This design comes from an exercise in tuning for small area, a short achievable clock period and few clock cycles per item on the open sky130 flow, not from production work.
Where RTL was checked, it was by simulation tests only, not by an equivalence proof against the original.
For runs 1 to 5, only the layout was checked, not whether the RTL still works.
Power figures rest on the tool's default switching activity, not on a simulated workload.

## design/flow/config.mk

```make
export PLATFORM = sky130hd
export DESIGN_NAME = sorted_list_insert_delete
export DESIGN_NICKNAME = sorted_list_insert_delete
export VERILOG_FILES = /design/flow/design.v
export SDC_FILE = /design/flow/constraint.sdc
export NUM_CORES = 4
export LEC_CHECK = 0
export ABC_CLOCK_PERIOD_IN_PS = 2500
export CAP_MARGIN = 20
export CELL_PAD_IN_SITES_DETAIL_PLACEMENT = 1
export CORE_MARGIN = 2
export CORE_UTILIZATION = 30
export PLACE_DENSITY = 0.4
export SETUP_SLACK_MARGIN = 3.3
export SLEW_MARGIN = 20
```

## design/flow/constraint.sdc

```tcl
create_clock -name core_clock -period 6.0 [get_ports {clk}]
set_input_delay 1.2000 -clock core_clock [delete_from_list [all_inputs] [get_ports {clk}]]
set_output_delay 1.2000 -clock core_clock [all_outputs]
set_load 0.01 [all_outputs]
```

## design/flow/design.v

```verilog
package slsi_pkg;
  localparam int IN_VALUE_W = 32;
  localparam int COUNT_W    = 7;
  localparam logic FUNC_INSERT = 1'b0;
  localparam logic FUNC_DELETE = 1'b1;
  typedef struct packed {
    logic                         func;
    logic signed [IN_VALUE_W-1:0] value;
  } in_t;
  typedef struct packed {
    logic               ok;
    logic [COUNT_W-1:0] count;
  } out_t;
  typedef struct packed {
    logic eval;
    logic update;
    logic ins;
  } cell_ctl_t;
endpackage
module sorted_list_insert_delete
#(
  parameter int DEPTH       = 64,
  parameter int VALUE_WIDTH = 32
) (
  input  logic clk,
  input  logic rst,
  input  logic in_valid,
  output logic in_stall,
  input  logic [slsi_pkg::IN_VALUE_W:0] in_data,
  output logic out_valid,
  input  logic out_stall,
  output logic [slsi_pkg::COUNT_W:0] out_data
);
  localparam int VW  = slsi_pkg::IN_VALUE_W;
  localparam int CW  = slsi_pkg::COUNT_W;
  localparam int NPT = 8;               
  localparam int SP  = DEPTH / NPT;     
  localparam int BUF = 4;               
  localparam int NM  = DEPTH + BUF;     
  localparam int NG  = (NM + 7) / 8;    
  localparam int QD  = 3;               
  logic [VW-1:0]    ring_d [DEPTH];
  logic [DEPTH-1:0] ring_v;
  logic [VW-1:0]    buf_d  [BUF];
  logic [BUF-1:0]   buf_v;       
  logic [BUF-1:0]   buf_p;       
  logic             a_val;       
  logic             a_del;
  logic [VW-1:0]    a_x;         
  logic             t_val;       
  logic             t_del;
  logic [CW:0]      t_res;       
  logic [NM-1:0]    e_q;         
  logic [CW-1:0]    cnt;         
  logic             stall_q;
  logic             ov;
  logic [CW:0]      od;
  logic [1:0]       qn;
  logic [QD-1:0][CW:0] q;
  assign in_stall  = stall_q;
  assign out_valid = ov;
  assign out_data  = od;
  logic acc, acc_ins;
  assign acc     = in_valid && !stall_q && !rst;
  assign acc_ins = acc && (in_data[VW] == slsi_pkg::FUNC_INSERT);
  logic [BUF-1:0] dsel;          
  logic [BUF-1:0] wsel;          
  logic [BUF-1:0] bfree;
  logic [VW-1:0]  hd;
  logic [NPT-1:0] pfree;
  logic [NPT-1:0] dp;            
  logic           drain;
  assign bfree = ~(buf_v | buf_p);
  always_comb begin
    dsel = '0;
    wsel = '0;
    for (int j = BUF - 1; j >= 0; j--) begin
      if (buf_v[j]) dsel = BUF'(1) << j;
      if (bfree[j]) wsel = BUF'(1) << j;
    end
    hd = '0;
    for (int j = 0; j < BUF; j++) begin
      hd = hd | (buf_d[j] & {VW{dsel[j]}});
    end
  end
  for (genvar k = 0; k < NPT; k++) begin : g_pf
    assign pfree[k] = !ring_v[(k * SP + DEPTH - 1) % DEPTH];
  end
  always_comb begin
    dp = '0;
    for (int k = NPT - 1; k >= 0; k--) begin
      if (pfree[k]) dp = NPT'(1) << k;
    end
    if (buf_v == '0) dp = '0;
  end
  assign drain = |dp;
  logic [DEPTH-1:0] eq_r;
  logic [BUF-1:0]   eq_b;
  logic             eq_h;
  for (genvar i = 0; i < DEPTH; i++) begin : g_rcmp
    assign eq_r[i] = (ring_d[i] == a_x);
  end
  for (genvar j = 0; j < BUF; j++) begin : g_bcmp
    assign eq_b[j] = (buf_d[j] == a_x);
  end
  assign eq_h = |(dsel & eq_b);
  logic [NM-1:0] e_d;
  for (genvar i = 0; i < DEPTH; i++) begin : g_ed
    localparam int PV = (i + DEPTH - 1) % DEPTH;
    if (i % SP == 0) begin : g_pt
      assign e_d[i] = dp[i / SP] ? eq_h : eq_r[PV];
    end else begin : g_sh
      assign e_d[i] = eq_r[PV];
    end
  end
  assign e_d[NM-1:DEPTH] = eq_b & buf_v & ~(dsel & {BUF{drain}});
  logic [NM-1:0] m;
  assign m = e_q & {buf_v, ring_v};
  logic [NM-1:0] first;
  logic [NG-1:0] gany;
  logic [NG-1:0] gpre;
  for (genvar g = 0; g < NG; g++) begin : g_grp
    localparam int LO = 8 * g;
    localparam int HI = (8 * g + 7 < NM) ? 8 * g + 7 : NM - 1;
    assign gany[g] = |m[HI:LO];
    if (g == 0) begin : g_p0
      assign gpre[g] = 1'b0;
    end else begin : g_pn
      assign gpre[g] = |gany[g-1:0];
    end
    for (genvar i = LO; i <= HI; i++) begin : g_bit
      if (i == LO) begin : g_b0
        assign first[i] = m[i] && !gpre[g];
      end else begin : g_bn
        assign first[i] = m[i] && !gpre[g] && !(|m[i-1:LO]);
      end
    end
  end
  logic          is_del;
  logic          found;
  logic [NM-1:0] clr;
  assign is_del = t_val && t_del;
  assign found  = is_del && (|gany);
  assign clr    = is_del ? first : '0;
  logic [CW-1:0] cnt_mid;
  logic          ins_a;
  logic          ins_ok;
  logic [CW-1:0] cnt_ins;
  logic [CW:0]   res;
  logic          hd_keep;
  assign cnt_mid = found ? cnt - CW'(1) : cnt;
  assign ins_a   = a_val && !a_del;
  assign ins_ok  = ins_a && !(cnt[CW-1] && !found);
  assign cnt_ins = cnt_mid + CW'(1);
  assign res     = t_del ? {found, cnt_mid} : t_res;
  assign hd_keep = !(|(dsel & clr[NM-1:DEPTH]));
  for (genvar i = 0; i < DEPTH; i++) begin : g_ring
    localparam int PV = (i + DEPTH - 1) % DEPTH;
    if (i % SP == 0) begin : g_pt
      always_ff @(posedge clk) begin
        if (dp[i / SP]) begin
          ring_d[i] <= hd;
        end else begin
          ring_d[i] <= ring_d[PV];
        end
        if (rst) begin
          ring_v[i] <= 1'b0;
        end else if (dp[i / SP]) begin
          ring_v[i] <= hd_keep;
        end else begin
          ring_v[i] <= ring_v[PV] && !clr[PV];
        end
      end
    end else begin : g_sh
      always_ff @(posedge clk) begin
        ring_d[i] <= ring_d[PV];
        if (rst) begin
          ring_v[i] <= 1'b0;
        end else begin
          ring_v[i] <= ring_v[PV] && !clr[PV];
        end
      end
    end
  end
  for (genvar j = 0; j < BUF; j++) begin : g_buf
    always_ff @(posedge clk) begin
      if (bfree[j]) begin
        buf_d[j] <= in_data[VW-1:0];
      end
      if (rst) begin
        buf_v[j] <= 1'b0;
        buf_p[j] <= 1'b0;
      end else begin
        buf_p[j] <= wsel[j] && acc_ins;
        if (buf_p[j]) begin
          buf_v[j] <= ins_ok;
        end else begin
          buf_v[j] <= buf_v[j] && !clr[DEPTH + j] && !(drain && dsel[j]);
        end
      end
    end
  end
  logic          push;
  logic          take;
  logic [1:0]    qn_next;
  logic          ov_next;
  logic [CW:0]   od_next;
  logic [QD-1:0][CW:0] q_next;
  assign push = t_val;
  assign take = !ov || !out_stall;
  always_comb begin
    ov_next = ov;
    od_next = od;
    q_next  = q;
    qn_next = qn;
    if (take) begin
      if (qn != 2'd0) begin
        ov_next = 1'b1;
        od_next = q[0];
        for (int k = 0; k < QD - 1; k++) q_next[k] = q[k+1];
        if (push) begin
          q_next[qn - 2'd1] = res;
        end else begin
          qn_next = qn - 2'd1;
        end
      end else begin
        ov_next = push;
        od_next = res;
      end
    end else if (push) begin
      q_next[qn] = res;
      qn_next = qn + 2'd1;
    end
  end
  logic [2:0] bocc;
  logic [2:0] bocc_next;
  logic [2:0] oocc_next;
  always_comb begin
    bocc = '0;
    for (int j = 0; j < BUF; j++) bocc = bocc + 3'(!bfree[j]);
    bocc_next = bocc + 3'(acc_ins) - 3'(drain);
    oocc_next = 3'(ov_next) + 3'(qn_next) + 3'(acc) + 3'(a_val);
  end
  always_ff @(posedge clk) begin
    a_x   <= in_data[VW-1:0];
    a_del <= (in_data[VW] == slsi_pkg::FUNC_DELETE);
    t_del <= a_del;
    t_res <= {ins_ok, ins_ok ? cnt_ins : cnt_mid};
    e_q   <= e_d;
    od    <= od_next;
    q     <= q_next;
    if (rst) begin
      a_val   <= 1'b0;
      t_val   <= 1'b0;
      cnt     <= '0;
      ov      <= 1'b0;
      qn      <= '0;
      stall_q <= 1'b0;
    end else begin
      a_val   <= acc;
      t_val   <= a_val;
      cnt     <= ins_ok ? cnt_ins : cnt_mid;
      ov      <= ov_next;
      qn      <= qn_next;
      stall_q <= (bocc_next >= 3'(BUF)) || (oocc_next >= 3'(QD + 1));
    end
  end
endmodule
```

## design/flow/run.sh

```bash
#!/bin/bash
# synth_recipe.tcl (not shown) runs the flow's synth.tcl, then flattens the netlist and writes it again
# the make line also repeats each setting of config.mk as NAME=value (left out here)
make -C /OpenROAD-flow-scripts/flow DESIGN_CONFIG=/design/flow/config.mk WORK_HOME=/design/flow/orfs CLKGATE_MAP_FILE= SYNTH_SCRIPT=/design/flow/synth_recipe.tcl finish
```

==> results.toml, run 1 <==
[outcome]
status = "finished clean"

[finish]
area.sequential_mm2 = 0.04986
drive_above_1_share = 0.1301
syn_to_final_growth_pct = 21.27
layout.nets = 7181
multi_input_area_mm2 = 0.03134
fillers = 28510

[logic_synthesis]
synth_largest_area_cell = "dfxtp_1"
synth_common_cells = "dfxtp_1 (2,243), xor2_1 (1,923), nor4_1 (496)"
ys_types = 67
yosysMostFrequentCell = "dfxtp_1"
ys_seq_area_frac = 0.6130
syn_nets = 6935
netlist.area_leader.share = 0.5538
synth.avg_cell_area_um2 = 11.78
ys_top_cells_by_area = "dfxtp_1 (55%), xor2_1 (21%), edfxtp_1 (5.9%)"
synth_area_mm2 = 0.08109
synthCells = 6886
ys_warn_count = 3
async_flop_share = 0
synth_ff_type = "dfxtp_1"
ys_ff_latch = 2403
synth-edff-count = 160

[run]
maxCapViolCount = 0

[grt]
grt_use_total = 0.2359
grt_max_degree = 69
antenna_found_initial = 43
grt_pass1_vias = 55520
overflow = 0
grt_pass1_wl_um = 453000

[sta]
fin_tns_setup_ps = 0
finClkSkew_ps = 36.15
fin_crit_sh = 0.5014
setup_viol = 0
rsz0062_at_grt = "yes"
whs_ps = 340.0
hold_viol_final = 0
max_freq_mhz = 332.4
period_needed_ps = 3008
relSlewSlack = 0.3616
drv_slew = 0
worst_pin_slew_ps = 948.9

[setup_path]
reg2reg_to = "stall_q"
arrival_ps = 3740
start_kind = "flip-flop"
worstPathRequired_ps = 6730
critPathCaptureType = "flip-flop"
rr_worst_depth = 13
r2r_slack_ps = 2990
critPathMaxFanout = 7
crit_type = "flip-flop to flip-flop"
r2r-start = "buf_v[2]"

[place]
gp_congestion = 0.8310
hpwl_um = 213700
io_buffers = 46

[floorplanning]
die_h_um = 523.9
fp.dieW_um = 523.9
dieArea_mm2 = 0.2745
io_pins = 47
num_rows = 190
start_util = 0.3021
core_mm2 = 0.2684

[drt]
route.detailed.drc = 0
drt_pass1_iterations = 5
antenna_left = 0
drtIter0Drc = 3478
routedWlPerCell_um = 30.30
wirelength_um = 330700
via_count = 51840
viasPerCell = 4.751

[power]
p_leak_uw = 0.03989
cellPowerDensity_mw_per_mm2 = 371.5
ir_drop_mv = 0.1902

[clock_network]
cts_tree = "yes"
numCtsBuffers = 271
cts_root_buffer = "clkbuf_16"
cts.sinks = 2403
clock_latency_ps = 850
htreeDepth = 5
clk_pin_slew_ps = 60
clock_path_buffers = 4

[hold_path]
min_path_cells = 0
min_from = "ring_d[16][10]"
min_to = "ring_d[17][10]"
hold_class = "flip-flop to flip-flop"
## layout make-up
class / instances / area share
Sequential cell: 2403 / 0.5070
Multi-Input combinational cell: 4069 / 0.3187
Clock buffer: 393 / 0.08209
Tap cell: 3552 / 0.04519
Timing Repair Buffer: 334 / 0.03468
Clock inverter: 79 / 0.009466
Inverter: 52 / 0.002061
Antenna cell: 29 / 0.0007380
Timing Repair inverter: 1 / 0.00005089
## layer usage
metal / vias up / share of wire / global-route usage
li1: 23640 / - / -
met2: 1233 / 0.46 / 0.3857
met3: 450 / 0.044 / 0.03029
met4: 8 / 0.035 / 0.07364
met5: - / 0.00020 / 0
met1: 26510 / 0.46 / 0.3223
## sequential cells by signal, summed over array words and instances (netlist names), 2 cells and up
name and cells:
cnt 7, buf_p 4, buf_v 4, e_q 68, qn 2, ring_d 2048, a_x 32, buf_d 128
q 24, ring_v 64, od 8, t_res 8
## worst max path at each step
| stage | start | to |
|---|---|---|
| 6_report | buf_v[2] | stall_q |
| 5_1_grt | buf_v[2] | stall_q |
| 4_1_cts | buf_v[3] | stall_q |
| 3_5_place_dp | out_stall | q[18] |
| 3_3_place_gp | out_stall | stall_q |
| 2_1_floorplan | in_valid | stall_q |
## report_power, final
part	internal [uW]	total [uW]	leakage [uW]	switching [uW]
combinational	888	2470	0.0156	1580
clock	10200	17000	0.00445	6820
sequential	16600	17100	0.0198	459
total	27700	36500	0.0399	8860
## through the flow
step / util / worst slack (ps) / area [um2] / total power, uW / instances
global route: 0.3663 / 2888 / 98300 / 37720 / 10900
CTS: 0.3628 / 2975 / 97370 / 36740 / 10840
detailed placement: 0.3223 / 1858 / 86490 / 19660 / 10240
finish: 0.3664 / 2992 / 98340 / 36530 / 10910
global placement: 0.3222 / 1970 / 86470 / 19650 / 10240
floorplan: - / 3173 / 81140 / 18620 / 6886
## worst max-delay path, stage by stage (launching register included)
cell and delay (ps):
dfxtp_4 370, or4_4 610, o21ai_4 160, inv_2 110
ha_4 280, inv_2 30, fa_1 460, ha_1 280
o21ai_1 100, nand2b_1 90, a21oi_2 140, xnor2_1 70
nor2_1 110, o21ai_1 60
## logic make-up after synthesis
group / Yosys count / synth area share
muxes: 13 / 0.001774
AOI/OAI and AO/OA: 542 / 0.04077
adders and majority gates: 12 / 0.002037
DFF: 2403 / 0.6130
and+or+nand+nor: 1313 / 0.08669
xor gates and xnor gates: 2189 / 0.2364
buffers and inverters: 414 / 0.01929
## timing repair
item | 4_1_cts | 5_1_grt
endpoints found under the setup margin | 400 | 153
gates cloned | 1 | 0
hold buffers | 0 | 0
resized for setup | 183 | 127
pin swaps | 31 | 39
buffers inserted | 128 | 44
## layout by cell type, fill, tap and decap left out, types with 138 or more instances in the layout
| cell type | instances |
|---|---|
| buf_4 | 195 |
| a21oi_1 | 177 |
| nor4_1 | 481 |
| o21ai_0 | 138 |
| edfxtp_1 | 160 |
| xor2_1 | 1920 |
| dfxtp_1 | 2197 |
| nand2_1 | 217 |
| clkbuf_16 | 286 |
| xnor2_1 | 255 |
| nand4_1 | 198 |
| nor2_1 | 245 |
==> inputs of run 2 (changes only) <==
--- a/design/flow/config.mk
+++ b/design/flow/config.mk
@@ -7,3 +7,3 @@
 export LEC_CHECK = 0
-export ABC_CLOCK_PERIOD_IN_PS = 2500
+export ABC_CLOCK_PERIOD_IN_PS = 3000
 export CAP_MARGIN = 20
@@ -11,5 +11,5 @@
 export CORE_MARGIN = 2
-export CORE_UTILIZATION = 30
-export PLACE_DENSITY = 0.4
-export SETUP_SLACK_MARGIN = 3.3
+export CORE_UTILIZATION = 50
+export PLACE_DENSITY = 0.65
+export SETUP_SLACK_MARGIN = 2.5
 export SLEW_MARGIN = 20
==> run 2 against run 1 <==
  * Sequential power about the same
  * Clock power down 12%
  * Clock-buffer cell count down 54
  * Clock skew up 8.2 ps
  * Setup slack worse by 440 ps
  * Sequential share of layout area up 3.2 points
  * Register-to-register slack worse by 440 ps
  * Critical endpoint is now e_q[2]
==> results.toml, run 2 <==
[setup_path]
worst_path_max_delay_cell = "buf_4"
critPathMaxStageDelay_ps = 860
start_kind = "flip-flop"
crit_type = "flip-flop to flip-flop"
critPathMaxFanout = 35
rr_worst_depth = 5
worstPathRequired_ps = 6690
arrival_ps = 4140
critPathCaptureType = "flip-flop"
cp_top_family = "simple AND/OR/NAND/NOR gates"
crit_start = "a_x[9]"
crit_cells = 5
crit_buf_inv = 1
r2r_slack_ps = 2550
cp_cell_sequence = "buf_4, xor2_1, nor4_1, nand4_1, nor2_1"
r2r-start = "a_x[9]"

[drt]
viasPerCell = 5.849
via_count = 54300
dr_wl_met2_um = 133100
dr_wl_met3_um = 24480
met1_length_um = 112600
routedWlPerCell_um = 31.28
drtIter0Drc = 5169
antenna_left = 0
route.detailed.drc = 0
drt_pass1_iterations = 5
wirelength_um = 290400
highest_layer = "met5"

[power]
power.internal_uw = 25840
p_leak_uw = 0.03788
cellPowerDensity_mw_per_mm2 = 370.1
power_frac_seq = 0.503
combPwrFrac = 0.061
clkPwrFrac = 0.436
switching_power_uw = 8354
ir_drop_mv = 0.3270
swShare = 0.2443

[finish]
fillers = 16100
layout.nets = 6955
drive_above_1_share = 0.08117
syn_to_final_growth_pct = 13.94
final_cell_mix = "dfxtp_1 (2,210), xor2_1 (1,923), nor4_1 (495)"
final_area_mm2 = 0.09239
post-route-util = 0.5748
largest_reg_flops = 2048
top_register = "ring_d"
final_common_cell = "dfxtp_1"
top_regs = "ring_d x2048, buf_d x128, e_q x68"

[clock_network]
cts_root_buffer = "clkbuf_16"
htreeDepth = 4
cts_tree = "yes"
clk_pin_slew_ps = 60
clock_path_buffers = 3
cts.sinks = 2403
clock_latency_ps = 880
numCtsBuffers = 223

[sta]
setup_viol = 0
setup_slack_ps = 2552
drv_slew = 0
whs_ps = 323.6
max_freq_mhz = 290.0
rsz0062_at_grt = "yes"
finClkSkew_ps = 44.32
relSlewSlack = 0.2999
hold_viol_final = 0
fin_tns_setup_ps = 0
period_needed_ps = 3448
worst_pin_slew_ps = 1050
fin_crit_sh = 0.5747

[place]
gp_congestion = 0.9381
dpl-instance-area_mm2 = 0.08449
place_ws_ps = 1981
hpwl_um = 184400
io_buffers = 46

[outcome]
status = "finished clean"

[logic_synthesis]
synth_ff_type = "dfxtp_1"
synth_common_cells = "dfxtp_1 (2,243), xor2_1 (1,923), nor4_1 (496)"
synthCells = 6886
yosysMostFrequentCell = "dfxtp_1"
synth-edff-count = 160
async_flop_share = 0
netlist.area_leader.share = 0.5538
synth.avg_cell_area_um2 = 11.78
ys_top_cells_by_area = "dfxtp_1 (55%), xor2_1 (21%), edfxtp_1 (5.9%)"
ys_seq_area_frac = 0.6130
syn_nets = 6935
ys_warn_count = 3
ys_ff_latch = 2403
synth_largest_area_cell = "dfxtp_1"
synth_area_mm2 = 0.08109
ys_types = 67

[hold_path]
min_from = "ring_d[12][5]"
min_path_cells = 0
hold_class = "flip-flop to flip-flop"

[grt]
grt_max_degree = 84
antenna_found_initial = 27
grt_pass1_wl_um = 411400
overflow = 0
grt_pass1_vias = 57910
grt_use_total = 0.3458

[floorplanning]
num_rows = 147
die_h_um = 406.7
start_util = 0.5044
io_pins = 47
fp.dieW_um = 406.7
core_mm2 = 0.1608
dieArea_mm2 = 0.1654

[run]
maxCapViolCount = 0
==> run 2: cell counts after synthesis <==
No cell type changed its count.
==> run 2: cells by family after synthesis <==
group	Yosys count	share of synthesized area
multiplexers	13	0.001774
XOR/XNOR	2189	0.2364
AND/OR/NAND/NOR	1313	0.08669
buffers and inverters	414	0.01929
AO/OA/AOI/OAI	542	0.04077
flip-flops	2403	0.6130
adder cells (fa/ha/maj)	12	0.002037
==> run 2: worst paths after layout <==
| check | to |
|---|---|
| worst max-delay path | e_q[2] |
| worst min-delay path | ring_d[13][5] |
| worst max register to register | e_q[2] |
| worst min register to register | ring_d[13][5] |
==> run 2: through the flow <==
| stage | instances | total power [uW] |
|---|---|---|
| 2_1_floorplan | 6886 | 18620 |
| 3_3_place_gp | 8834 | 19430 |
| 3_5_place_dp | 8834 | 19520 |
| 4_1_cts | 9251 | 34140 |
| 5_1_grt | 9271 | 35040 |
| 6_report | 9284 | 34200 |
==> run 2: what timing repair did <==
item                       4_1_cts  5_1_grt
hold buffers                     0        0
gates resized for setup          3        6
buffers inserted                 2        4
setup endpoints to repair       27       15
pin swaps                        1        2
==> run 2: area by class of cell <==
cell class,instances,area (um2),share of cell area
sequential,2403,49830,0.5393
timing repair buffer,157,1410,0.01526
clock buffer,339,6734,0.07288
antenna,28,70.07,0.0007584
multi-input combinational,4069,30450,0.3296
tap,2160,2703,0.02925
clock inverter,76,996.0,0.01078
inverter,52,198.9,0.002153
==> run 2: power by group through the flow <==
stage / combinational, uW / sequential, uW / clock [uW]
2_1_floorplan: 1420 / 17200 / 0
3_3_place_gp: 1910 / 17500 / 0
3_5_place_dp: 1990 / 17500 / 0
4_1_cts: 2050 / 17200 / 14900
5_1_grt: 2220 / 17200 / 15600
6_report: 2090 / 17200 / 14900
==> run 2: per-layer routing <==
layer | up-vias | GRT usage
li1 | 23170 | -
met1 | 27450 | 0.4193
met2 | 2751 | 0.5503
met3 | 916 | 0.08030
met4 | 12 | 0.2283
met5 | - | 0
==> inputs of run 3 (changes only) <==
--- a/design/flow/design.v
+++ b/design/flow/design.v
@@ -68,2 +68,3 @@
   logic [BUF-1:0] bfree;
+  logic [BUF-1:0] bwr;           
   logic [VW-1:0]  hd;
@@ -73,2 +74,3 @@
   assign bfree = ~(buf_v | buf_p);
+  assign bwr   = bfree | (dsel & {BUF{drain}});
   always_comb begin
@@ -78,3 +80,3 @@
       if (buf_v[j]) dsel = BUF'(1) << j;
-      if (bfree[j]) wsel = BUF'(1) << j;
+      if (bwr[j])   wsel = BUF'(1) << j;
     end
@@ -144,13 +146,20 @@
   assign clr    = is_del ? first : '0;
-  logic [CW-1:0] cnt_mid;
   logic          ins_a;
+  logic          full;
   logic          ins_ok;
-  logic [CW-1:0] cnt_ins;
+  logic [CW-1:0] cnt_dn, cnt_up;
+  logic [CW-1:0] cnt_f, cnt_nf;      
+  logic [CW:0]   ires_f, ires_nf;    
   logic [CW:0]   res;
   logic          hd_keep;
-  assign cnt_mid = found ? cnt - CW'(1) : cnt;
   assign ins_a   = a_val && !a_del;
-  assign ins_ok  = ins_a && !(cnt[CW-1] && !found);
-  assign cnt_ins = cnt_mid + CW'(1);
-  assign res     = t_del ? {found, cnt_mid} : t_res;
+  assign full    = cnt[CW-1];
+  assign ins_ok  = ins_a && (found || !full);
+  assign cnt_dn  = cnt - CW'(1);
+  assign cnt_up  = cnt + CW'(1);
+  assign cnt_f   = ins_a ? cnt : cnt_dn;
+  assign cnt_nf  = (ins_a && !full) ? cnt_up : cnt;
+  assign ires_f  = {1'b1, cnt};
+  assign ires_nf = full ? {1'b0, cnt} : {1'b1, cnt_up};
+  assign res     = t_del ? {found, found ? cnt_dn : cnt} : t_res;
   assign hd_keep = !(|(dsel & clr[NM-1:DEPTH]));
@@ -186,3 +195,3 @@
     always_ff @(posedge clk) begin
-      if (bfree[j]) begin
+      if (bwr[j]) begin
         buf_d[j] <= in_data[VW-1:0];
@@ -234,10 +243,25 @@
   end
-  logic [2:0] bocc;
-  logic [2:0] bocc_next;
-  logic [2:0] oocc_next;
-  always_comb begin
-    bocc = '0;
-    for (int j = 0; j < BUF; j++) bocc = bocc + 3'(!bfree[j]);
-    bocc_next = bocc + 3'(acc_ins) - 3'(drain);
-    oocc_next = 3'(ov_next) + 3'(qn_next) + 3'(acc) + 3'(a_val);
+  logic [BUF-1:0] bleft;         
+  logic           bfree_n;       
+  logic           pfree2;
+  logic           drain2;
+  logic           stall_b;
+  always_comb begin
+    bleft   = bwr & ~wsel;
+    bfree_n = (|bleft) || ((|bwr) && !acc_ins);
+    pfree2  = 1'b0;
+    for (int k = 0; k < NPT; k++) pfree2 = pfree2 | !ring_v[(k * SP + 2 * DEPTH - 2) % DEPTH];
+    drain2  = pfree2 && (|(buf_v & ~(dsel & {BUF{drain}})));
+    stall_b = !bfree_n && !drain2;
+  end
+  logic [2:0] obase;             
+  logic       hand;
+  logic       stall_o;
+  assign obase = 3'(ov) + 3'(qn) + 3'(t_val) + 3'(a_val);
+  assign hand  = ov && !out_stall;
+  always_comb begin
+    if (obase >= 3'd5)      stall_o = 1'b1;
+    else if (obase == 3'd4) stall_o = !hand || acc;
+    else if (obase == 3'd3) stall_o = acc && !hand;
+    else                    stall_o = 1'b0;
   end
@@ -247,3 +271,3 @@
     t_del <= a_del;
-    t_res <= {ins_ok, ins_ok ? cnt_ins : cnt_mid};
+    t_res <= found ? ires_f : ires_nf;
     e_q   <= e_d;
@@ -261,6 +285,6 @@
       t_val   <= a_val;
-      cnt     <= ins_ok ? cnt_ins : cnt_mid;
+      cnt     <= found ? cnt_f : cnt_nf;
       ov      <= ov_next;
       qn      <= qn_next;
-      stall_q <= (bocc_next >= 3'(BUF)) || (oocc_next >= 3'(QD + 1));
+      stall_q <= stall_b || stall_o;
     end
--- a/design/flow/config.mk
+++ b/design/flow/config.mk
@@ -7,3 +7,3 @@
 export LEC_CHECK = 0
-export ABC_CLOCK_PERIOD_IN_PS = 3000
+export ABC_CLOCK_PERIOD_IN_PS = 2500
 export CAP_MARGIN = 20
@@ -11,5 +11,5 @@
 export CORE_MARGIN = 2
-export CORE_UTILIZATION = 50
-export PLACE_DENSITY = 0.65
-export SETUP_SLACK_MARGIN = 2.5
+export CORE_UTILIZATION = 30
+export PLACE_DENSITY = 0.4
+export SETUP_SLACK_MARGIN = 3.4
 export SLEW_MARGIN = 20
==> run 3 against run 2 <==
  * Still clean
  * Maximum frequency up 7.2%
  * Clock-buffer cell count up 63
  * Worst hold slack better by 24 ps
  * Wire length up 22%
  * Clock skew up 4.9 ps
  * Via count down 1.5%
  * Clock power up 13%
  * Sequential power down 3%
  * Global-route usage down 9.3 points
  * Critical path type unchanged
  * Largest cell class unchanged
==> results.toml, run 3 <==
[logic_synthesis]
netlist.area_leader.share = 0.5527
syn_nets = 6961
synthCells = 6912
synth_xor_area_frac = 0.2356
yosysMostFrequentCell = "dfxtp_1"
synth-simple-area-share = 0.08708
synth_fa_ha_area_frac = 0.002279
synth.avg_cell_area_um2 = 11.75
synth_compound_area_frac = 0.04225
ys_ff_latch = 2403
synth.area.mux_share = 0.001817
synth_common_cells = "dfxtp_1 (2,243), xor2_1 (1,855), nor4_1 (487)"
ys_warn_count = 3
synth_ff_type = "dfxtp_1"
ys_types = 69
synth_largest_area_cell = "dfxtp_1"
ys_seq_area_frac = 0.6119
synth-edff-count = 160
ys_top_cells_by_area = "dfxtp_1 (55%), xor2_1 (20%), edfxtp_1 (5.9%)"
async_flop_share = 0
synth_area_mm2 = 0.08124
synth_top_family_by_area = "XOR/XNOR gates"

[floorplanning]
fp.dieW_um = 524.4
io_pins = 47
core_mm2 = 0.2700
start_util = 0.3008
num_rows = 191
die_h_um = 524.4
dieArea_mm2 = 0.2750

[setup_path]
critPathCaptureType = "flip-flop"
cp_cell_sequence = "a22oi_2, nand3_1, or4_4, o41ai_4, buf_6, ha_4, mux2i_4, buf_6, nor3_2, mux2i_1, o21ai_1"
crit_path_frequent_cell = "buf_6"
crit_type = "flip-flop to flip-flop"
critPathMaxFanout = 4
arrival_ps = 3800
start_kind = "flip-flop"
worstPathRequired_ps = 6580
worst_path_max_delay_cell = "or4_4"
critPathMaxStageDelay_ps = 650

[clock_network]
cts_tree = "yes"
cts_root_buffer = "clkbuf_16"
clock_path_buffers = 4
htreeDepth = 5
clk_pin_slew_ps = 60
cts.sinks = 2403
numCtsBuffers = 270
cts_hold_buf = 0
clock_latency_ps = 860

[power]
p_leak_uw = 0.03990
cellPowerDensity_mw_per_mm2 = 364.0
ir_drop_mv = 0.1824
power_uw = 36010

[finish]
top_register = "ring_d"
fillers = 28680
largest_reg_flops = 2048
layout.nets = 7240
final_common_cell = "dfxtp_1"
drive_above_1_share = 0.1309
final_cell_mix = "dfxtp_1 (2,195), xor2_1 (1,855), nor4_1 (476)"
syn_to_final_growth_pct = 21.78
top_regs = "ring_d x2048, buf_d x128, e_q x68"

[place]
hpwl_um = 223600
io_buffers = 46
gp_congestion = 0.8645

[sta]
whs_ps = 347.9
fin_tns_setup_ps = 0
worst_pin_slew_ps = 1220
max_freq_mhz = 311.0
relSlewSlack = 0.1830
drv_slew = 0
hold_viol_final = 0
setup_viol = 0
finClkSkew_ps = 49.24
fin_crit_sh = 0.5359
rsz0062_at_grt = "yes"
period_needed_ps = 3216

[drt]
drt_pass1_iterations = 6
drtIter0Drc = 4256
via_count = 53490
wirelength_um = 353900
route.detailed.drc = 0
routedWlPerCell_um = 32.23
viasPerCell = 4.871
antenna_left = 0

[grt]
grt_pass1_vias = 56490
overflow = 0
antenna_found_initial = 37
grt_max_degree = 81
grt_use_total = 0.2531
grt_pass1_wl_um = 481200

[outcome]
status = "finished clean"

[hold_path]
hold_class = "flip-flop to flip-flop"

[run]
maxCapViolCount = 0
==> run 3: path summary, 6_finish.rpt <==
check	startpoint	to	slack (ps)	depth (start not counted)
max	e_q[37]	q[0]	2780	11
min reg2reg	ring_d[13][1]	ring_d[14][1]	350	0
max reg2reg	e_q[37]	q[0]	2780	11
min	ring_d[13][1]	ring_d[14][1]	350	0
==> run 3: repair_timing <==
action                                  4_1_cts  5_1_grt
pin swaps                                    41       40
resized for setup                           213       84
setup buffers                               148       50
gates cloned                                  8        1
endpoints found under the setup margin      437      259
==> run 3: layer usage <==
metal,part of all wire,global-route usage
met2,0.45,0.4048
met5,0.00076,0.003119
met3,0.056,0.04075
met4,0.038,0.08932
met1,0.45,0.3442
==> run 3: worst max-delay path, delay by kind of cell, from the launching register on <==
kind | cells | cell delay, ps
compound gates | 3 | 680
fa+ha+maj | 1 | 200
buf+inv | 2 | 310
flops | 1 | 530
mux | 2 | 370
simple gates | 3 | 840
==> run 3: stage by stage <==
step / utilization / std cells / area (um2) / setup slack, ps
floorplan: - / 6912 / 81340 / 2939
global placement: 0.3213 / 10280 / 86750 / 2156
detailed placement: 0.3213 / 10280 / 86770 / 2173
CTS: 0.3633 / 10910 / 98120 / 2807
global route: 0.3662 / 10970 / 98890 / 2632
finish: 0.3663 / 10980 / 98930 / 2784
==> run 3: layout make-up <==
class                      count  area [um2]  area share
inverter                      51       195.2    0.001973
multi-input combinational   4100       31500      0.3184
clock buffer                 402        7969     0.08055
clock inverter                73       885.9    0.008954
tap                         3570        4467     0.04515
sequential                  2403       49860      0.5039
antenna                       18       45.04   0.0004553
timing repair buffer         365        4013     0.04056
==> run 3: cells by family (layout without fill, tap and decap cells) <==
| kind of cell | count (synthesis) | after routing |
|---|---|---|
| multiplexers | 14 | 14 |
| XOR/XNOR | 2185 | 2185 |
| adder cells (fa/ha/maj) | 14 | 14 |
| AND/OR/NAND/NOR | 1334 | 1338 |
| flip-flops | 2403 | 2403 |
| AO/OA/AOI/OAI | 549 | 549 |
| other | 0 | 18 |
| buffers and inverters | 413 | 891 |
==> run 3: power breakdown <==
group / switching, uW / total [uW] / internal, uW
registers: 268 / 16700 / 16400
clock network: 6820 / 16800 / 9970
logic: 1650 / 2510 / 866
total: 8730 / 36000 / 27300
==> inputs of run 4 (changes only) <==
--- a/design/flow/design.v
+++ b/design/flow/design.v
@@ -40,3 +40,3 @@
   localparam int NG  = (NM + 7) / 8;    
-  localparam int QD  = 3;               
+  localparam int QD  = 4;               
   logic [VW-1:0]    ring_d [DEPTH];
@@ -57,3 +57,5 @@
   logic [CW:0]      od;
-  logic [1:0]       qn;
+  logic [2:0]       qn;
+  logic             r_val;       
+  logic [CW:0]      r_res;
   logic [QD-1:0][CW:0] q;
@@ -213,3 +215,3 @@
   logic          take;
-  logic [1:0]    qn_next;
+  logic [2:0]    qn_next;
   logic          ov_next;
@@ -217,3 +219,3 @@
   logic [QD-1:0][CW:0] q_next;
-  assign push = t_val;
+  assign push = r_val;
   assign take = !ov || !out_stall;
@@ -230,5 +232,5 @@
         if (push) begin
-          q_next[qn - 2'd1] = res;
-        end else begin
-          qn_next = qn - 2'd1;
+          q_next[qn - 3'd1] = r_res;
+        end else begin
+          qn_next = qn - 3'd1;
         end
@@ -236,7 +238,7 @@
         ov_next = push;
-        od_next = res;
+        od_next = r_res;
       end
     end else if (push) begin
-      q_next[qn] = res;
-      qn_next = qn + 2'd1;
+      q_next[qn] = r_res;
+      qn_next = qn + 3'd1;
     end
@@ -256,11 +258,11 @@
   end
-  logic [2:0] obase;             
+  logic [3:0] obase;             
   logic       hand;
   logic       stall_o;
-  assign obase = 3'(ov) + 3'(qn) + 3'(t_val) + 3'(a_val);
+  assign obase = 4'(ov) + 4'(qn) + 4'(r_val) + 4'(t_val) + 4'(a_val);
   assign hand  = ov && !out_stall;
   always_comb begin
-    if (obase >= 3'd5)      stall_o = 1'b1;
-    else if (obase == 3'd4) stall_o = !hand || acc;
-    else if (obase == 3'd3) stall_o = acc && !hand;
+    if (obase >= 4'd6)      stall_o = 1'b1;
+    else if (obase == 4'd5) stall_o = !hand || acc;
+    else if (obase == 4'd4) stall_o = acc && !hand;
     else                    stall_o = 1'b0;
@@ -272,2 +274,3 @@
     t_res <= found ? ires_f : ires_nf;
+    r_res <= res;
     e_q   <= e_d;
@@ -278,2 +281,3 @@
       t_val   <= 1'b0;
+      r_val   <= 1'b0;
       cnt     <= '0;
@@ -285,2 +289,3 @@
       t_val   <= a_val;
+      r_val   <= t_val;
       cnt     <= found ? cnt_f : cnt_nf;
==> run 4 against run 3 <==
  * Clock power hardly changed
  * First-iteration DRC count is 2.4% lower
  * Global-route usage fell by 0.35 points
  * Area after synthesis grew 1.3%
  * Via count increased by 0.48%
  * Core utilization decreased by 0.32 points
  * Sequential share of layout area grew 0.27 points
  * Clock-buffer cell count stayed put
  * Non-clock buffer count is 73 lower
  * Sequential cell count is 18 higher
==> results.toml, run 4 <==
[drt]
drtIter0Drc = 4155
antenna_left = 0
via_count = 53750
drt_pass1_iterations = 5
viasPerCell = 4.886
route.detailed.drc = 0
wirelength_um = 355600
routedWlPerCell_um = 32.33

[logic_synthesis]
synth_ff_type = "dfxtp_1"
async_flop_share = 0
synth-edff-count = 168
yosysMostFrequentCell = "dfxtp_1"
synthCells = 6957
netlist.area_leader.share = 0.5479
ys_top_cells_by_area = "dfxtp_1 (55%), xor2_1 (20%), edfxtp_1 (6.1%)"
synth_area_mm2 = 0.08232
synth_largest_area_cell = "dfxtp_1"
ys_ff_latch = 2421
ys_types = 72
syn_nets = 7015
ys_warn_count = 3
ys_seq_area_frac = 0.6092
synth_common_cells = "dfxtp_1 (2,253), xor2_1 (1,902), nor4_1 (501)"
synth.avg_cell_area_um2 = 11.83

[setup_path]
crit_type = "flip-flop to flip-flop"
rr_worst_depth = 11
reg2reg_to = "q[7]"
r2r-start = "qn[0]"
worstPathRequired_ps = 6600
arrival_ps = 3470
critPathCaptureType = "flip-flop"
start_kind = "flip-flop"
critPathMaxFanout = 8
r2r_slack_ps = 3130

[sta]
period_needed_ps = 2869
setup_viol = 0
relSlewSlack = 0.3097
worst_pin_slew_ps = 1035
hold_viol_final = 0
max_freq_mhz = 348.6
fin_crit_sh = 0.4781
finClkSkew_ps = 54.00
rsz0062_at_grt = "yes"
drv_slew = 0
fin_tns_setup_ps = 0

[floorplanning]
io_pins = 47
start_util = 0.3011
core_mm2 = 0.2734
fp.dieW_um = 527.8
dieArea_mm2 = 0.2786
die_h_um = 527.8
num_rows = 192

[place]
gp_congestion = 0.8462
io_buffers = 46
hpwl_um = 230400

[power]
power.internal_uw = 27700
switching_power_uw = 9098
clkPwrFrac = 0.463
combPwrFrac = 0.080
ir_drop_mv = 0.2272
cellPowerDensity_mw_per_mm2 = 370.6
swShare = 0.2473
power_frac_seq = 0.457
p_leak_uw = 0.03974

[hold_path]
min_path_cells = 0
min_from = "ring_d[6][19]"
hold_class = "flip-flop to flip-flop"
min_to = "ring_d[7][19]"

[grt]
grt_pass1_vias = 57070
grt_pass1_wl_um = 484400
overflow = 0
grt_use_total = 0.2496
antenna_found_initial = 39
grt_max_degree = 71

[run]
maxCapViolCount = 0

[finish]
layout.nets = 7231
drive_above_1_share = 0.1192
top_regs = "ring_d x2048, buf_d x128, e_q x68"
final_common_cell = "dfxtp_1"
top_register = "ring_d"
largest_reg_flops = 2048
post-route-util = 0.3632
syn_to_final_growth_pct = 20.62
final_cell_mix = "dfxtp_1 (2,203), xor2_1 (1,902), nor4_1 (482)"

[clock_network]
clk_pin_slew_ps = 60
cts_tree = "yes"
numCtsBuffers = 280
htreeDepth = 5
cts_hold_buf = 0
cts_root_buffer = "clkbuf_16"
clock_latency_ps = 860
clock_path_buffers = 4
cts.sinks = 2421

[outcome]
status = "finished clean"
## run 4: area by class of cell
| cell class | instances | area, um2 |
|---|---|---|
| Multi-Input combinational cell | 4119 | 31720 |
| Clock inverter | 83 | 859.6 |
| Inverter | 59 | 244.0 |
| Clock buffer | 402 | 8165 |
| Sequential cell | 2421 | 50300 |
| Tap cell | 3589 | 4491 |
| Timing Repair Buffer | 292 | 3423 |
| Antenna cell | 34 | 85.08 |
| Fill cell | 28900 | 174100 |
## run 4: repair_timing
item	CTS	global route
endpoints found under the setup margin	494	172
gates resized for setup	201	40
gates cloned	10	5
pin swaps	32	24
setup buffers	117	8
## run 4: stage by stage
step	cell area, um2	std cells	hold WS [ps]	worst slack, ps	total power (uW)
after floorplan	82570	6957	322.6	2858	18720
after global placement	87750	10340	340.1	2373	19740
after detailed placement	87760	10340	338.8	2301	19770
after CTS	98920	10950	336.2	3030	37010
after global routing	99230	10980	346.5	3034	38020
final	99290	11000	339.0	3131	36800
## run 4: cell families (layout without fill, tap and decap cells)
kind of cell,after synthesis,count (layout),share of synthesized area
buf+inv,427,836,0.02041
compound gates,565,565,0.04411
simple gates,1310,1320,0.08659
mux,27,27,0.003496
xor+xnor,2184,2184,0.2324
fa+ha+maj,23,23,0.003800
other cells,0,34,0
flops,2421,2421,0.6092
## run 4: critical path, cell delays in order (launching register included)
cell and delay (ps):
dfxtp_4 360, inv_6 40, ha_4 150, ha_4 280, and3_4 180, ha_4 210
nor4_4 300, nand3_2 120, o31a_1 120, or4_4 540, mux2i_2 220, a21oi_1 80
## run 4: power by group through the flow
stage	registers (uW)	clock network [uW]	logic, uW
finish	16800	17000	2940
global route	16800	18000	3140
global placement	17300	0	2460
detailed placement	17300	0	2490
CTS	16800	17300	2880
floorplan	17000	0	1680
## run 4: worst max-delay path by stage
| stage | from | to |
|---|---|---|
| floorplan | qn[0] | q[0] |
| global placement | buf_v[0] | e_q[56] |
| detailed placement | buf_v[0] | e_q[56] |
| CTS | qn[0] | q[7] |
| global route | qn[1] | q[7] |
| finish | qn[0] | q[7] |
## run 4: layer usage
metal	GRT usage	vias to the layer above	part of all wire
met2	0.4209	1395	0.48
met4	0.08872	2	0.036
met1	0.3265	27840	0.44
li1	-	24020	-
met5	0	-	0.000056
met3	0.03198	491	0.042
==> inputs of run 5 (changes only) <==
--- a/design/flow/config.mk
+++ b/design/flow/config.mk
@@ -12,2 +12,4 @@
 export CORE_UTILIZATION = 30
+export CTS_BUF_LIST = sky130_fd_sc_hd__clkbuf_8 sky130_fd_sc_hd__clkbuf_16
+export CTS_CLUSTER_SIZE = 24
 export PLACE_DENSITY = 0.4
==> run 5 against run 4 <==
  * Core utilization about the same
  * Critical endpoint unchanged
  * Largest cell class unchanged
  * Combinational power is essentially flat
  * Design area about the same
  * Area after synthesis is the same
  * Via count grew 0.23%
==> results.toml, run 5 <==
[hold_path]
min_from = "ring_d[50][12]"
min_path_cells = 0
min_to = "ring_d[51][12]"
hold_class = "flip-flop to flip-flop"

[power]
cellPowerDensity_mw_per_mm2 = 369.5
power.internal_uw = 27590
swShare = 0.2481
switching_power_uw = 9105
ir_drop_mv = 0.2276
p_leak_uw = 0.03999
combPwrFrac = 0.080
power_frac_seq = 0.458
clkPwrFrac = 0.461

[finish]
final_common_cell = "dfxtp_1"
layout.nets = 7231
top_register = "ring_d"
top_regs = "ring_d x2048, buf_d x128, e_q x68"
final_cell_mix = "dfxtp_1 (2,203), xor2_1 (1,902), nor4_1 (482)"
largest_reg_flops = 2048
drive_above_1_share = 0.1192
syn_to_final_growth_pct = 20.66
post-route-util = 0.3633

[setup_path]
worst_path_max_delay_cell = "or4_4"
reg2reg_to = "q[7]"
critPathCaptureType = "flip-flop"
worstPathRequired_ps = 6600
r2r-start = "qn[0]"
start_kind = "flip-flop"
rr_worst_depth = 11
critPathMaxFanout = 8
critPathMaxStageDelay_ps = 540
crit_buf_inv = 1
arrival_ps = 3470
r2r_slack_ps = 3130
crit_type = "flip-flop to flip-flop"
crit_path_frequent_cell = "ha_4"
cp_top_family = "simple AND/OR/NAND/NOR gates"
cp_cell_sequence = "inv_6, ha_4, ha_4, and3_4, ha_4, nor4_4, nand3_2, o31a_1, or4_4, mux2i_2, a21oi_1"

[run]
maxCapViolCount = 0

[clock_network]
cts_hold_buf = 0
htreeDepth = 5
clock_latency_ps = 860
cts_root_buffer = "clkbuf_16"
cts_tree = "yes"
clk_pin_slew_ps = 60
numCtsBuffers = 280
cts.sinks = 2421
clock_path_buffers = 4

[grt]
grt_pass1_wl_um = 484400
grt_use_total = 0.2496
grt_max_degree = 71
grt_pass1_vias = 57060
overflow = 0
antenna_found_initial = 39

[logic_synthesis]
synth-edff-count = 168
ys_ff_latch = 2421
ys_warn_count = 3
netlist.area_leader.share = 0.5479
synth_largest_area_cell = "dfxtp_1"
yosysMostFrequentCell = "dfxtp_1"
ys_types = 72
synth_common_cells = "dfxtp_1 (2,253), xor2_1 (1,902), nor4_1 (501)"
synth_area_mm2 = 0.08232
synth.avg_cell_area_um2 = 11.83
ys_top_cells_by_area = "dfxtp_1 (55%), xor2_1 (20%), edfxtp_1 (6.1%)"
synthCells = 6957
async_flop_share = 0
synth_ff_type = "dfxtp_1"
ys_seq_area_frac = 0.6092
syn_nets = 7015

[floorplanning]
num_rows = 192
io_pins = 47
start_util = 0.3011
core_mm2 = 0.2734
dieArea_mm2 = 0.2786
fp.dieW_um = 527.8
die_h_um = 527.8

[drt]
drtIter0Drc = 4040
antenna_left = 0
route.detailed.drc = 0
drt_pass1_iterations = 6
via_count = 53870
routedWlPerCell_um = 32.27
viasPerCell = 4.892
wirelength_um = 355400

[sta]
relSlewSlack = 0.3346
fin_crit_sh = 0.4777
finClkSkew_ps = 55.11
fin_tns_setup_ps = 0
max_freq_mhz = 348.9
drv_slew = 0
worst_pin_slew_ps = 998.1
hold_viol_final = 0
setup_viol = 0
rsz0062_at_grt = "yes"
period_needed_ps = 2866

[place]
io_buffers = 46
hpwl_um = 230400
gp_congestion = 0.8462

[outcome]
status = "finished clean"
## run 5: cell type report
class / count / area [um2]
antenna: 47 / 117.6
clock buffer: 341 / 7936
clock inverter: 144 / 1089
fill: 28900 / 174100
inverter: 59 / 244.0
multi-input combinational: 4119 / 31720
sequential: 2421 / 50300
tap: 3589 / 4491
timing repair buffer: 292 / 3423
## run 5: worst max path at each step
stage | from | to | slack (ps) | cells past startpoint
3_5_place_dp | buf_v[0] | e_q[56] | 2300 | 6
3_3_place_gp | buf_v[0] | e_q[56] | 2370 | 6
6_report | qn[0] | q[7] | 3130 | 11
5_1_grt | qn[1] | q[7] | 3030 | 11
4_1_cts | qn[0] | q[7] | 3030 | 12
2_1_floorplan | qn[0] | q[0] | 2860 | 15
## run 5: cell families (layout without fill, tap and decap cells)
group,count (synthesis),in the layout,synth area share
DFF,2421,2421,0.6092
xor gates and xnor gates,2184,2184,0.2324
and+or+nand+nor,1310,1320,0.08659
AOI/OAI and AO/OA,565,565,0.04411
buffers and inverters,427,836,0.02041
muxes,27,27,0.003496
adders and majority gates,23,23,0.003800
other,0,47,0
## run 5: power groups by stage
stage / registers, uW / clock network (uW) / logic [uW]
after global placement: 17300 / 0 / 2460
final: 16800 / 16900 / 2950
after CTS: 16800 / 17200 / 2880
after detailed placement: 17300 / 0 / 2490
after floorplan: 17000 / 0 / 1680
after global routing: 16800 / 17900 / 3140
## run 5: metal layers
metal / up-vias / GRT usage / part of all wire
li1: 24030 / - / -
met4: 0 / 0.08872 / 0.033
met5: - / 0 / 0
met3: 489 / 0.03198 / 0.041
met1: 27930 / 0.3265 / 0.44
met2: 1427 / 0.4208 / 0.48
## run 5: timing repair
action                                  CTS  global route
gates resized for setup                 201            40
endpoints found under the setup margin  494           172
gates cloned                             10             5
setup buffers                           117             8
pin swaps                                32            24
## run 5: worst reg2reg max path, stage by stage, from the launching register on
cell and delay [ps]:
dfxtp_4 360, inv_6 40, ha_4 150, ha_4 280, and3_4 180, ha_4 210
nor4_4 310, nand3_2 120, o31a_1 120, or4_4 540, mux2i_2 230, a21oi_1 80
## run 5: metrics by stage
step / setup slack, ps / cells / total power [uW] / hold slack, ps / area [um2]
after floorplan: 2858 / 6957 / 18720 / 322.6 / 82570
after global placement: 2373 / 10340 / 19740 / 340.1 / 87750
after detailed placement: 2301 / 10340 / 19770 / 338.8 / 87760
after CTS: 3029 / 10950 / 36910 / 336.1 / 98920
after global routing: 3034 / 10980 / 37920 / 346.5 / 99230
final: 3134 / 11010 / 36700 / 338.6 / 99320
==> inputs of run 6 (changes only) <==
--- a/design/flow/design.v
+++ b/design/flow/design.v
@@ -57,6 +57,9 @@
   logic [CW:0]      od;
-  logic [2:0]       qn;
   logic             r_val;       
   logic [CW:0]      r_res;
-  logic [QD-1:0][CW:0] q;
+  logic [QD-1:0][CW:0] q;        
+  logic [QD-1:0]    q_wp;        
+  logic [QD-1:0]    q_rp;        
+  logic [QD-1:0]    q_n;         
+  logic [QD:0]      t_n;         
   assign in_stall  = stall_q;
@@ -215,30 +218,33 @@
   logic          take;
-  logic [2:0]    qn_next;
-  logic          ov_next;
-  logic [CW:0]   od_next;
-  logic [QD-1:0][CW:0] q_next;
-  assign push = r_val;
-  assign take = !ov || !out_stall;
-  always_comb begin
-    ov_next = ov;
-    od_next = od;
-    q_next  = q;
-    qn_next = qn;
-    if (take) begin
-      if (qn != 2'd0) begin
-        ov_next = 1'b1;
-        od_next = q[0];
-        for (int k = 0; k < QD - 1; k++) q_next[k] = q[k+1];
-        if (push) begin
-          q_next[qn - 3'd1] = r_res;
-        end else begin
-          qn_next = qn - 3'd1;
-        end
-      end else begin
-        ov_next = push;
-        od_next = r_res;
-      end
-    end else if (push) begin
-      q_next[qn] = r_res;
-      qn_next = qn + 3'd1;
+  logic          q_empty;
+  logic          bypass;         
+  logic          enq;
+  logic          deq;
+  logic [CW:0]   q_head;
+  assign push    = r_val;
+  assign take    = !ov || !out_stall;
+  assign q_empty = !q_n[0];
+  assign bypass  = take && q_empty;
+  assign enq     = push && !bypass;
+  assign deq     = take && !q_empty;
+  always_comb begin
+    q_head = '0;
+    for (int k = 0; k < QD; k++) q_head = q_head | (q[k] & {(CW+1){q_rp[k]}});
+  end
+  always_ff @(posedge clk) begin
+    for (int k = 0; k < QD; k++) begin
+      if (push && q_wp[k]) q[k] <= r_res;
+    end
+    if (take) od <= q_empty ? r_res : q_head;
+    if (rst) begin
+      ov   <= 1'b0;
+      q_wp <= QD'(1);
+      q_rp <= QD'(1);
+      q_n  <= '0;
+    end else begin
+      if (take) ov <= push || !q_empty;
+      if (enq) q_wp <= {q_wp[QD-2:0], q_wp[QD-1]};
+      if (deq) q_rp <= {q_rp[QD-2:0], q_rp[QD-1]};
+      if (enq && !deq)      q_n <= {q_n[QD-2:0], 1'b1};
+      else if (deq && !enq) q_n <= {1'b0, q_n[QD-1:1]};
     end
@@ -258,13 +264,9 @@
   end
-  logic [3:0] obase;             
   logic       hand;
   logic       stall_o;
-  assign obase = 4'(ov) + 4'(qn) + 4'(r_val) + 4'(t_val) + 4'(a_val);
-  assign hand  = ov && !out_stall;
-  always_comb begin
-    if (obase >= 4'd6)      stall_o = 1'b1;
-    else if (obase == 4'd5) stall_o = !hand || acc;
-    else if (obase == 4'd4) stall_o = acc && !hand;
-    else                    stall_o = 1'b0;
-  end
+  logic [QD:0] t_up, t_dn;
+  assign hand    = ov && !out_stall;
+  assign t_up    = {t_n[QD-1:0], 1'b1};
+  assign t_dn    = {1'b0, t_n[QD:1]};
+  assign stall_o = (t_n[QD] && !(hand && !acc)) || (t_n[QD-1] && acc && !hand);
   always_ff @(posedge clk) begin
@@ -276,4 +278,2 @@
     e_q   <= e_d;
-    od    <= od_next;
-    q     <= q_next;
     if (rst) begin
@@ -283,4 +283,3 @@
       cnt     <= '0;
-      ov      <= 1'b0;
-      qn      <= '0;
+      t_n     <= '0;
       stall_q <= 1'b0;
@@ -291,4 +290,4 @@
       cnt     <= found ? cnt_f : cnt_nf;
-      ov      <= ov_next;
-      qn      <= qn_next;
+      if (acc && !hand)      t_n <= t_up;
+      else if (hand && !acc) t_n <= t_dn;
       stall_q <= stall_b || stall_o;
==> design/flow/flow/run.sh (new file) <==
#!/bin/bash
# The standard layout (the standard.sh, every step), with the clock tree built without
# dummy balancing loads. Each tool's full output stays in orfs/logs; make's own output goes
# to standard.log here.
set -euo pipefail
bash standard.sh "CTS_ARGS=-sink_clustering_enable -repair_clock_nets -dont_use_dummy_load" finish > standard.log 2>&1
==> design/flow/standard.sh (new file) <==
#!/bin/bash
# synth_recipe.tcl (not shown) runs the flow's synth.tcl, then flattens the netlist and writes it again
# the make line also repeats each setting of config.mk as NAME=value (left out here)
make -C /OpenROAD-flow-scripts/flow DESIGN_CONFIG=/design/flow/config.mk WORK_HOME=/design/flow/orfs CLKGATE_MAP_FILE= SYNTH_SCRIPT=/design/flow/synth_recipe.tcl "${@:-finish}"
--- a/design/flow/config.mk
+++ b/design/flow/config.mk
@@ -12,4 +12,2 @@
 export CORE_UTILIZATION = 30
-export CTS_BUF_LIST = sky130_fd_sc_hd__clkbuf_8 sky130_fd_sc_hd__clkbuf_16
-export CTS_CLUSTER_SIZE = 24
 export PLACE_DENSITY = 0.4
removed: design/flow/run.sh
==> run 6 against run 5 <==
  * Still clean
  * Non-clock buffer count up 14
  * Worst hold slack worse by 14 ps
  * Die area decreased by 0.62%
  * Design area is 2.4% lower
  * Wire length down 4.8%
  * Area after synthesis down 0.63%
  * Sequential share of layout area rose by 1.5 points
  * Critical path depth decreased by 1
  * Register-to-register slack improved by 150 ps
  * Power fell by 9.4%
  * Highest routed layer unchanged
==> results.toml, run 6 <==
[sta]
relSlewSlack = 0.3853
drv_slew = 0
fin_crit_sh = 0.4525
setup_viol = 0
fin_tns_setup_ps = 0
finClkSkew_ps = 103.1
period_needed_ps = 2715
whs_ps = 325.1
setup_slack_ps = 3285
rsz0062_at_grt = "yes"
worst_pin_slew_ps = 913.7
max_freq_mhz = 368.3
hold_viol_final = 0

[logic_synthesis]
synth_area_mm2 = 0.08180
async_flop_share = 0
synth.avg_cell_area_um2 = 11.83
ys_types = 69
synth-edff-count = 168
synth_ff_type = "dfxtp_1"
yosysMostFrequentCell = "dfxtp_1"
syn_nets = 6961
ys_warn_count = 3
synth_largest_area_cell = "dfxtp_1"
netlist.area_leader.share = 0.5548
ys_ff_latch = 2435
synthCells = 6916
synth_common_cells = "dfxtp_1 (2,267), xor2_1 (1,905), nor4_1 (499)"
ys_seq_area_frac = 0.6165
ys_top_cells_by_area = "dfxtp_1 (55%), xor2_1 (20%), edfxtp_1 (6.2%)"

[floorplanning]
die_h_um = 526.2
num_rows = 191
start_util = 0.3018
io_pins = 47
dieArea_mm2 = 0.2769
fp.dieW_um = 526.2
core_mm2 = 0.2710

[setup_path]
cp_top_family = "buffers and inverters"
r2r_slack_ps = 3290
cp_cell_sequence = "a222oi_1, buf_4, nand4_1, buf_6, or4b_4, o31ai_4, buf_8, buf_6, a32oi_1, mux2_2"
rr_worst_depth = 10
crit_path_frequent_cell = "buf_6"
critPathMaxStageDelay_ps = 550
r2r-start = "ring_v[43]"
crit_type = "flip-flop to flip-flop"
worstPathRequired_ps = 6800
reg2reg_to = "cnt[4]"
crit_buf_inv = 4
critPathMaxFanout = 8
critPathCaptureType = "flip-flop"
worst_path_max_delay_cell = "or4b_4"
arrival_ps = 3520
start_kind = "flip-flop"

[finish]
multi_input_area_mm2 = 0.03093
final_cell_mix = "dfxtp_1 (2,226), xor2_1 (1,905), nor4_1 (472)"
fillers = 28680
drive_above_1_share = 0.1037
top_regs = "ring_d x2048, buf_d x128, e_q x68"
top_register = "ring_d"
final_common_cell = "dfxtp_1"
layout.nets = 7200
fin_cells = 10750
syn_to_final_growth_pct = 18.57
largest_reg_flops = 2048
area.sequential_mm2 = 0.05057

[clock_network]
numCtsBuffers = 289
htreeDepth = 5
clock_latency_ps = 970
clk_pin_slew_ps = 60
clock_path_buffers = 4
cts_tree = "yes"
cts_hold_buf = 0
cts_root_buffer = "clkbuf_16"
cts.sinks = 2435

[outcome]
status = "finished clean"

[power]
switching_power_uw = 7710
power.internal_uw = 25530
swShare = 0.2319
power_frac_seq = 0.502
cellPowerDensity_mw_per_mm2 = 342.8
ir_drop_mv = 0.1981
clkPwrFrac = 0.445
p_leak_uw = 0.03884
combPwrFrac = 0.053

[hold_path]
min_path_cells = 0
min_from = "ring_d[9][4]"
min_to = "ring_d[10][4]"
hold_class = "flip-flop to flip-flop"

[place]
place_ws_ps = 2491
place_inst = 10300
hpwl_um = 223000
io_buffers = 46
gp_congestion = 0.8411

[grt]
grt_max_degree = 66
grt_pass1_vias = 55700
overflow = 0
grt_use_total = 0.2384
grt_pass1_wl_um = 460500
antenna_found_initial = 37

[drt]
routedWlPerCell_um = 31.46
via_count = 52290
route.detailed.drc = 0
drtIter0Drc = 3831
viasPerCell = 4.865
wirelength_um = 338200
drt_pass1_iterations = 5
antenna_left = 0

[run]
maxCapViolCount = 0
## run 6: cell types whose count changed in the layout (fill, tap and decap cells not counted), sizes merged, moves of 17 or more
cell,change
nand2,-120
diode,-22
o21ai,-126
a221oi,-18
inv,-72
nor2,+148
a21oi,+126
clkinv,-55
buf,+17
clkbuf,-50
## run 6: area by class of cell
class / instances / area share
well taps: 3570 / 0.04605
repair inverters: 1 / 0.0001161
flip-flops and latches: 2435 / 0.5214
multi-input cells: 4067 / 0.3189
diodes: 25 / 0.0006450
clock buffers: 289 / 0.07457
repair buffers: 306 / 0.03607
inverters: 55 / 0.002258
## run 6: stage by stage
| stage | total power [uW] | util | cell area [um2] |
|---|---|---|---|
| after detailed placement | 18630 | 0.3223 | 87360 |
| after global placement | 18620 | 0.3222 | 87330 |
| final | 33250 | 0.3579 | 96990 |
| after global routing | 34280 | 0.3577 | 96940 |
| after floorplan | 17900 | - | 81810 |
| after CTS | 33510 | 0.3565 | 96610 |
## run 6: timing repair
action                                  CTS  global route
setup buffers                           118             9
resized for setup                       164            40
cloned                                    7             3
hold endpoints to repair                  0             0
pin swaps                                23            14
endpoints found under the setup margin  480           138
## run 6: cells by family (layout without fill, tap and decap cells)
family | after synthesis | after routing | share of synthesized area
AND/OR/NAND/NOR | 1331 | 1337 | 0.08708
multiplexers | 13 | 13 | 0.001683
AO/OA/AOI/OAI | 528 | 528 | 0.04043
buffers and inverters | 420 | 651 | 0.01956
flip-flops | 2435 | 2435 | 0.6165
other | 0 | 25 | 0
adder cells (fa/ha/maj) | 9 | 9 | 0.001346
XOR/XNOR | 2180 | 2180 | 0.2334
## run 6: power groups by stage
stage          logic, uW  clock network [uW]  registers [uW]
2_1_floorplan        975                   0           16900
3_3_place_gp        1460                   0           17200
6_report            1760               14800           16700
4_1_cts             1750               15100           16700
3_5_place_dp        1470                   0           17200
5_1_grt             1860               15700           16700
## run 6: worst max-delay path by stage
stage / end / depth (start not counted) / slack [ps] / from
after floorplan: r_res[0] / 8 / 3370 / e_q[43]
after global placement: ring_v[0] / 6 / 2070 / e_q[43]
after detailed placement: ring_v[0] / 6 / 2490 / e_q[43]
after CTS: out_data[3] / 1 / 3220 / od[3]
after global routing: cnt[4] / 10 / 3210 / ring_v[43]
final: cnt[4] / 10 / 3290 / ring_v[43]
## run 6: metal layers
metal	up-vias	routed length, um	global-route usage
met3	437	17650	0.03768
met4	0	10110	0.06883
li1	23600	-	-
met1	26840	153800	0.3235
met5	-	0	0
met2	1412	156600	0.3897
Testbench counts of run 6, summed over its fixed seeds: cycles 5,297, items 5,200.
==> inputs of run 7 (changes only) <==
==> design/flow/run.sh (new file) <==
#!/bin/bash
# synth_recipe.tcl (not shown) runs the flow's synth.tcl, then flattens the netlist and writes it again
# the make line also repeats each setting of config.mk as NAME=value (left out here)
make -C /OpenROAD-flow-scripts/flow DESIGN_CONFIG=/design/flow/config.mk WORK_HOME=/design/flow/orfs CLKGATE_MAP_FILE= SYNTH_SCRIPT=/design/flow/synth_recipe.tcl finish
removed: design/flow/flow/run.sh
removed: design/flow/standard.sh
==> run 7 against run 6 <==
  * Highest routed layer is now met5
  * Non-clock buffer count up 6
  * Wire length hardly changed
  * Setup slack gained 13 ps
  * Power up 7.8%
  * Clock skew down 4.7 ps
  * Synthesized cell count did not move
  * Register-to-register slack hardly changed
  * Design area grew 2.2%
  * Largest cell class unchanged
  * Critical path depth unchanged
==> results.toml, run 7 <==
[floorplanning]
io_pins = 47
dieArea_mm2 = 0.2769
core_mm2 = 0.2710
die_h_um = 526.2
num_rows = 191
fp.dieW_um = 526.2
start_util = 0.3018

[clock_network]
clock_latency_ps = 970
cts_tree = "yes"
cts_hold_buf = 0
htreeDepth = 5
clk_pin_slew_ps = 60
cts.sinks = 2435
cts_root_buffer = "clkbuf_16"
numCtsBuffers = 289
clock_path_buffers = 4

[drt]
via_count = 52820
route.detailed.drc = 0
routedWlPerCell_um = 30.93
drtIter0Drc = 4016
wirelength_um = 338300
antenna_left = 0
viasPerCell = 4.829
drt_pass1_iterations = 7

[hold_path]
hold_class = "flip-flop to flip-flop"

[sta]
relSlewSlack = 0.3573
fin_crit_sh = 0.4503
fin_tns_setup_ps = 0
max_freq_mhz = 370.2
rsz0062_at_grt = "yes"
worst_pin_slew_ps = 955.2
hold_viol_final = 0
finClkSkew_ps = 98.35
drv_slew = 0
period_needed_ps = 2702
setup_viol = 0

[place]
hpwl_um = 223000
io_buffers = 46
gp_congestion = 0.8411

[setup_path]
critPathCaptureType = "flip-flop"
cp_cell_sequence = "a222oi_1, buf_4, nand4_1, buf_6, or4b_4, o31ai_4, buf_12, buf_8, a32oi_2, mux2_2"
crit_type = "flip-flop to flip-flop"
arrival_ps = 3530
worst_path_max_delay_cell = "or4b_4"
critPathMaxFanout = 8
worstPathRequired_ps = 6830
critPathMaxStageDelay_ps = 520
start_kind = "flip-flop"

[logic_synthesis]
synth.avg_cell_area_um2 = 11.83
ys_ff_latch = 2435
synth_common_cells = "dfxtp_1 (2,267), xor2_1 (1,905), nor4_1 (499)"
synth-edff-count = 168
synth_top_family_by_area = "XOR/XNOR gates"
syn_nets = 6961
synth_xor_area_frac = 0.2334
synth.area.mux_share = 0.001683
ys_seq_area_frac = 0.6165
synthCells = 6916
synth_ff_type = "dfxtp_1"
synth_largest_area_cell = "dfxtp_1"
synth_area_mm2 = 0.08180
netlist.area_leader.share = 0.5548
synth_fa_ha_area_frac = 0.001346
async_flop_share = 0
ys_warn_count = 3
synth_compound_area_frac = 0.04043
yosysMostFrequentCell = "dfxtp_1"
synth-simple-area-share = 0.08708
ys_types = 69
ys_top_cells_by_area = "dfxtp_1 (55%), xor2_1 (20%), edfxtp_1 (6.2%)"

[grt]
grt_max_degree = 66
grt_use_total = 0.2383
overflow = 0
antenna_found_initial = 34
grt_pass1_wl_um = 462400
grt_pass1_vias = 56070

[finish]
final_cell_mix = "dfxtp_1 (2,224), xor2_1 (1,905), nor4_1 (469)"
fillers = 28660
largest_reg_flops = 2048
syn_to_final_growth_pct = 21.16
top_regs = "ring_d x2048, buf_d x128, e_q x68"
drive_above_1_share = 0.1210
layout.nets = 7207
top_register = "ring_d"
final_common_cell = "dfxtp_1"

[run]
maxCapViolCount = 0

[outcome]
status = "finished clean"

[power]
ir_drop_mv = 0.1905
p_leak_uw = 0.03988
cellPowerDensity_mw_per_mm2 = 361.7
power_uw = 35850
## run 7: cell counts after synthesis
No cell type changed its count.
## run 7: critical path: cells and delay by family, from the launching register on
kind | cells | cell delay (ps)
AOI/OAI and AO/OA | 3 | 680
buffers and inverters | 4 | 680
DFF | 1 | 320
muxes | 1 | 280
and+or+nand+nor | 2 | 630
## run 7: worst paths after layout
check	start	end	slack, ps	depth (start not counted)
setup reg to reg	e_q[43]	cnt[2]	3300	10
setup / recovery	e_q[43]	cnt[2]	3300	10
hold / removal	ring_d[0][20]	ring_d[1][20]	320	0
hold reg to reg	ring_d[0][20]	ring_d[1][20]	320	0
## run 7: area by class of cell
type	instances	area, um2	area share
Sequential cell	2435	50570	0.5102
Multi-Input combinational cell	4068	31000	0.3128
Clock buffer	401	8208	0.08282
Tap cell	3570	4467	0.04507
Timing Repair Buffer	312	3573	0.03606
Clock inverter	85	1037	0.01047
Inverter	55	219.0	0.002209
Antenna cell	11	27.53	0.0002777
Timing Repair inverter	1	11.26	0.0001136
## run 7: cell families after synthesis
group,after synthesis
flip-flops,2435
XOR/XNOR,2180
AND/OR/NAND/NOR,1331
AO/OA/AOI/OAI,528
buffers and inverters,420
multiplexers,13
adder cells (fa/ha/maj),9
## run 7: timing repair
item                                    CTS  global route
endpoints found under the setup margin  480           225
gates cloned                              6             4
setup buffers                           117            17
gates resized for setup                 164            58
pin swaps                                22            21
## run 7: where the power goes
part / switching, uW / leakage, uW / internal (uW) / total, uW
logic: 1160 / 0.0153 / 611 / 1780
registers: 184 / 0.0200 / 16500 / 16700
clock network: 6940 / 0.00455 / 10500 / 17400
total: 8290 / 0.0399 / 27600 / 35800
## run 7: stage by stage
stage | util | setup WS, ps | cell area (um2) | instances | hold WS (ps)
global route | 0.3656 | 3210 | 99090 | 10930 | 314.1
floorplan | - | 3369 | 81810 | 6916 | 343.6
finish | 0.3657 | 3298 | 99110 | 10940 | 318.2
CTS | 0.3639 | 3218 | 98630 | 10910 | 317.0
global placement | 0.3222 | 2067 | 87330 | 10300 | 351.8
detailed placement | 0.3223 | 2491 | 87360 | 10300 | 354.0
## run 7: layer usage
metal  wire length, um  GRT usage  up-vias
li1                  -          -    23760
met1            156200     0.3283    27250
met2            156400     0.3871     1401
met3             15800    0.03152      406
met4              9892    0.07107        2
met5                 7          0        -

## static timing again, ports no longer ideal
The flow's constraints put no driver on any port. The routed layouts listed below were extracted and timed again, unchanged, in two steps. Step 1 sets driving cells, clkbuf_16 on the clock port and buf_2 on the other inputs (assumed; they add their load-dependent delay and slew). Step 2 times the ports against the registers' clock, not the clock port: input delays grow and output delays shrink by t, the midpoint of the rising clock arrivals with the driver on. Three values: ideal ports, drivers, drivers and shift; two values: the first two.
| run | shift t [ns] | setup WS [ns] |
|---|---|---|
| run 1 | 0.925 | 2.992 / 2.992 / 2.300 |
| run 2 | 0.946 | 2.552 / 2.552 / 2.107 |
| run 3 | 0.946 | 2.784 / 2.784 / 2.441 |
| run 4 | 0.920 | 3.131 / 3.131 / 2.389 |
| run 5 | 0.923 | 3.134 / 3.134 / 2.406 |
| run 6 | 1.007 | 3.285 / 3.221 / 2.600 |
| run 7 | 1.015 | 3.298 / 3.212 / 2.664 |
After both steps every run listed still meets setup and hold.
